Context: an optimization exercise on an open-source flow, tuned for a short achievable clock period and few clock cycles per item. The choices shown serve that exercise and are no tape-out recipe.
Where RTL was checked, it was by simulation tests only, not by an equivalence proof against the original.
Power is estimated from default activity; no workload was simulated.

the reference run:
## lc4_pipeline
module lc4_pipeline #(
   parameter logic [15:0] RESET_PC = 16'h8200
) (
   input  wire         gwe,
   input  wire         i_rst_n,
   output logic [15:0] o_cur_pc,
   input  wire  [15:0] i_cur_insn,
   output logic [15:0] o_dmem_addr,
   output logic        o_dmem_we,
   output logic [15:0] o_dmem_towrite,
   input  wire  [15:0] i_cur_dmem_data,
   output logic [1:0]  o_trace_stall,
   output logic [15:0] o_trace_pc,
   output logic [15:0] o_trace_insn,
   output logic        o_trace_regfile_we,
   output logic [2:0]  o_trace_wsel,
   output logic [15:0] o_trace_wdata,
   output logic        o_trace_nzp_we,
   output logic [2:0]  o_trace_nzp_bits,
   output logic        o_trace_dmem_we,
   output logic [15:0] o_trace_dmem_addr,
   output logic [15:0] o_trace_dmem_data
);
   localparam int R_ADD = 0, R_SUB = 1, R_AND = 2, R_OR = 3, R_XOR = 4, R_NOT = 5,
                  R_PASSB = 6, R_HI = 7;
   logic [15:0] f_insn;
   logic [3:0]  f_op;
   logic [2:0]  f_sub;
   logic        f_arith, f_logic, f_ld, f_st, f_const, f_hic;
   logic        f_we, f_mul, f_rare, f_rbre, f_bimm;
   logic [2:0]  f_ra, f_rb, f_rd;
   logic [15:0] f_bval;
   logic [7:0]  f_rsel;
   assign f_insn = i_cur_insn;
   always_comb begin
      f_op    = f_insn[15:12];
      f_sub   = f_insn[5:3];
      f_arith = (f_op == 4'b0001);
      f_logic = (f_op == 4'b0101);
      f_ld    = (f_op == 4'b0110);
      f_st    = (f_op == 4'b0111);
      f_const = (f_op == 4'b1001);
      f_hic   = (f_op == 4'b1101) && f_insn[8];
      f_we    = (f_arith && f_sub != 3'b011) || f_logic || f_ld || f_const || f_hic;
      f_mul   = f_arith && f_sub == 3'b001;
      f_rare  = (f_arith && f_sub != 3'b011) || f_logic || f_ld || f_st || f_hic;
      f_rbre  = (f_arith && !f_sub[2] && f_sub != 3'b011) ||
                (f_logic && !f_sub[2] && f_sub != 3'b001);
      f_bimm  = !f_rbre;
      f_ra    = f_hic ? f_insn[11:9] : f_insn[8:6];
      f_rb    = f_insn[2:0];
      f_rd    = f_insn[11:9];
  ...
Size in the first run: about 2600 cells after synthesis, roughly 600 flip-flops, ~170 I/O pins, ~28000 sq um of cells after synthesis.
export LEC_CHECK = 0
export CAP_MARGIN = 20
export CORE_MARGIN = 2
export CORE_UTILIZATION = 40
export SLEW_MARGIN = 20
create_clock -name core_clock -period 7.0 [get_ports {gwe}]
run.sh (not shown) runs the stock make flow with config.mk's settings and CLKGATE_MAP_FILE= SYNTH_SCRIPT=/design/flow/synth_recipe.tcl, a recipe that flattens the netlist after the stock synthesis.
diff inputs: the reference run => the trial run
Settings: SETUP_SLACK_MARGIN newly set to 4.6; ABC_CLOCK_PERIOD_IN_PS newly set to 2000.
Findings:
Summed area of non-filler cells in the final layout of the trial run exceeds that of the reference run by more than 10%.
[the trial run] total power consumption of the routed design rose 0.0011 W relative to the reference run
Parity-gate share of the synthesized area counting xor and xnor cells: the trial run vs the reference run, no meaningful difference
Share of layout cells above drive strength 1 in the trial run vs the reference run: up 24 points
No functional check of the RTL was part of any run of this note.

lc4_pipeline, a different RTL version from the one above (not shown whole).
For scale: about 670 flip-flops, about 170 I/O pins.
make LEC_CHECK=0 ABC_CLOCK_PERIOD_IN_PS=2000 CAP_MARGIN=20 CORE_MARGIN=2 CORE_UTILIZATION=40 SETUP_SLACK_MARGIN=4.6 SLEW_MARGIN=20 finish   # period 7.0 ns
The baseline completed without violations.
Testbench counts at the start, summed over its fixed seeds: cycles 16,389, items 16,000.
Edit:
- CORE_UTILIZATION: 40 -> 30
What happened: Sequential power barely changes; clock skew goes up by 0.011 ns; clock-buffer cell count goes up by 6; routed wire length goes up by about 1.4%; total power goes down by about 1.3%; die area goes up by about 33%; non-clock buffer count goes down by 43; worst setup slack is better by 0.0044 ns; hold slack stays flat.
Edit:
- PLACE_DENSITY: unset -> 0.5
Result: Via count decreases by 0.65%; setup slack loses 0.10 ns; core utilization goes up by 0.47 points; die area is unchanged; sequential power is about the same; design area went up by 1.1%; final cell count is higher by 0.81%.

-- what the ideal ports hide --
Ports are ideal in the flow. The routed layouts listed here were re-timed in OpenROAD.
Step 1 sets driving cells, clkbuf_16 on the clock port and buf_2 on the other inputs (assumed; they add their load-dependent delay and slew).
Step 2 also shifts input and output timing later by t, the mid clock arrival at the registers, as if the neighbouring blocks saw the same clock.
Three values: ideal ports, drivers, drivers and shift; two values: the first two.
run	shift t [ns]	setup WS [ns]	worst hold slack (ns)	latest minus earliest clock arrival (ns)	slew at the worst register clock pin (ns)
the reference run	0.678	3.033 / 3.033 / 3.033	0.319 / 0.319 / 0.319	0.044 / 0.043	0.06 / 0.06
the trial run	0.678	3.873 / 3.873 / 3.870	0.317 / 0.317 / 0.317	0.039 / 0.040	0.07 / 0.07
the first run of note 2	0.708	4.093 / 4.093 / 3.463	0.316 / 0.316 / 0.316	0.039 / 0.039	0.08 / 0.08
the second run of note 2	0.744	4.097 / 4.097 / 3.462	0.319 / 0.319 / 0.319	0.051 / 0.051	0.07 / 0.07
the third run of note 2	0.727	3.993 / 3.993 / 3.515	0.308 / 0.308 / 0.308	0.036 / 0.036	0.07 / 0.07
After both steps setup and hold are still met in every run listed. For the second run of note 2, which loses most, drivers alone change the setup slack by 0.000 ns; drivers and shift together by -0.635 ns.
